From an optimization exercise on the open Yosys and OpenROAD flow, aimed at small area and a short achievable clock period; shortcuts taken in it are not production practice.
In this exercise RTL edits were held to simulation tests only and were not proved equivalent to the original.

// iir_biquad_mc
module iir_biquad_mc #(
  parameter int W    = 14,
  parameter int FRAC = 11,
  parameter int CH   = 4,
  parameter int CHW  = (CH > 1) ? $clog2(CH) : 1
) (
  input  logic           CLK,
  input  logic           RST,
  input  logic [W-1:0]   DIN,
  input  logic           VIN,
  input  logic [CHW-1:0] CH_IN,
  input  logic [W-1:0]   B0,
  input  logic [W-1:0]   B1,
  input  logic [W-1:0]   B2,
  input  logic [W-1:0]   A1,
  input  logic [W-1:0]   A2,
  input  logic           BYPASS,
  input  logic           CLR,
  input  logic [CHW-1:0] CLR_CH,
  output logic [W-1:0]   DOUT,
  output logic           VOUT,
  output logic [CHW-1:0] CH_OUT,
  output logic           SAT,
  input  logic           SAT_CLR
);
Size in the first run: ~240 flip-flops, about 110 I/O pins, about 31000 µm² of cells after synthesis.
==> flow/config.mk <==
export PLATFORM = sky130hd
export DESIGN_NAME = iir_biquad_mc
export DESIGN_NICKNAME = iir_biquad_mc
export VERILOG_FILES = /design/flow/design.v
export SDC_FILE = /design/flow/constraint.sdc
export NUM_CORES = 4
export LEC_CHECK = 0
export ABC_AREA = 1
export CAP_MARGIN = 20
export CORE_MARGIN = 2
export CORE_UTILIZATION = 40
export SLEW_MARGIN = 20
export SYNTH_HIERARCHICAL = 1
==> flow/constraint.sdc <==
create_clock -name core_clock -period 22.0 [get_ports {CLK}]
set_input_delay 4.4000 -clock core_clock [delete_from_list [all_inputs] [get_ports {CLK}]]
set_output_delay 4.4000 -clock core_clock [all_outputs]
set_load 0.01 [all_outputs]
standard.sh (not shown) runs the stock make flow with config.mk's settings and CLKGATE_MAP_FILE= SYNTH_SCRIPT=/design/flow/synth_recipe.tcl, a recipe that flattens the netlist after the stock synthesis.
==> flow/flow/run.sh <==
#!/bin/bash
# The standard layout (standard.sh: the standard synthesis, floorplan, placement, CTS and
# routing), with repair_timing asked for a larger setup slack margin so that it sizes the
# critical paths, and only the worst path repaired (no TNS repair) to keep the area down.
# The make output goes to flow_make.log; ORFS writes each step's log under orfs/logs/.
set -euo pipefail
bash standard.sh SETUP_SLACK_MARGIN=16 TNS_END_PERCENT=0 finish > flow_make.log 2>&1
The baseline finished with timing, DRC and antenna clean.
Then changed:
--- a/flow/flow/run.sh
+++ b/flow/flow/run.sh
@@ -7 +7 @@
-bash standard.sh SETUP_SLACK_MARGIN=16 TNS_END_PERCENT=0 finish > flow_make.log 2>&1
+bash standard.sh SETUP_SLACK_MARGIN=14 TNS_END_PERCENT=0 finish > flow_make.log 2>&1
Core utilization is unchanged.
Worst setup slack does not change.
Clock skew does not change.
Wire length stays the same.
Global-route usage does not change.
Non-clock buffer count stays the same.
Synthesized area stays the same.
Design area is unchanged.
Register-to-register slack barely changes.
Worst hold slack is unchanged.
Then changed:
==> flow/run.sh (new file) <==
#!/bin/bash
# synth_recipe.tcl (not shown) runs the flow's synth.tcl, then flattens the netlist and writes it again
# the make line also repeats each setting of config.mk as NAME=value (left out here)
make -C /OpenROAD-flow-scripts/flow DESIGN_CONFIG=/design/flow/config.mk WORK_HOME=/design/flow/orfs CLKGATE_MAP_FILE= SYNTH_SCRIPT=/design/flow/synth_recipe.tcl finish
removed: flow/flow/run.sh
removed: flow/standard.sh
=> The changed run completed with no timing, DRC or antenna violations. Non-clock buffer count decreases by 147. Core utilization is lower by 3.2 points. First-iteration DRC count falls by 2.5%. Final cell count fell by 3.2%. Clock-buffer cell count climbs by 5. Hold slack is about the same.
Then changed:
==> flow/flow/run.sh (new file) <==
#!/bin/bash
# The standard layout (standard.sh: the standard synthesis, floorplan, placement, CTS and
# routing) with two changes to how it is made:
#  - repair_timing is asked for a larger setup slack margin, so that it sizes the critical
#    paths; only the worst path is repaired (no TNS repair) to keep the area down;
#  - the port buffers are buf_2 cells instead of the delay cells buffer_ports picks by default.
# The make output goes to flow_make.log; ORFS writes each step's log under orfs/logs/.
set -euo pipefail
bash standard.sh SETUP_SLACK_MARGIN=15 TNS_END_PERCENT=0 \
  'BUFFER_PORTS_ARGS=-buffer_cell sky130_fd_sc_hd__buf_2' finish > flow_make.log 2>&1
==> flow/standard.sh (new file) <==
#!/bin/bash
# synth_recipe.tcl (not shown) runs the flow's synth.tcl, then flattens the netlist and writes it again
# the make line also repeats each setting of config.mk as NAME=value (left out here)
make -C /OpenROAD-flow-scripts/flow DESIGN_CONFIG=/design/flow/config.mk WORK_HOME=/design/flow/orfs CLKGATE_MAP_FILE= SYNTH_SCRIPT=/design/flow/synth_recipe.tcl "${@:-finish}"
Settings changed: CTS_BUF_LIST set to sky130_fd_sc_hd__clkbuf_8.
removed: flow/run.sh
=>
- clock skew went down by 0.0050 ns
- non-clock buffer count rises by 71
- die area stays the same
- count of clock-buffer cells in the layout is higher by 13
- setup slack improves by 1.6 ns
- synthesized cell count stays the same
- via count went up by 2.8%
- global-route usage goes up by 1.1 points

## what the ideal ports hide
In the flow no input, the clock included, has a driving cell. The finished layouts below were timed again as built, in two steps.
Step 1 assumes that a clkbuf_16 drives the clock port and a buf_2 every other input.
Step 2 moves the port delays by t, midway between the first and last clock arrival at a register: inputs arrive t later, outputs are due t later. That takes back most of the time a late clock gives input paths.
Three values: ideal, step 1, step 2; two values: the first two.
run	t, ns	setup WS [ns]	worst register clock-pin slew, ns
the first run	0.651	13.693 / 13.604 / 12.952	0.07 / 0.07
the second run	0.651	13.693 / 13.604 / 12.952	0.07 / 0.07
the third run	0.659	12.008 / 12.045 / 11.386	0.07 / 0.07
the fourth run	0.690	13.614 / 13.612 / 12.922	0.07 / 0.07
After both steps setup and hold are still met in every run listed.
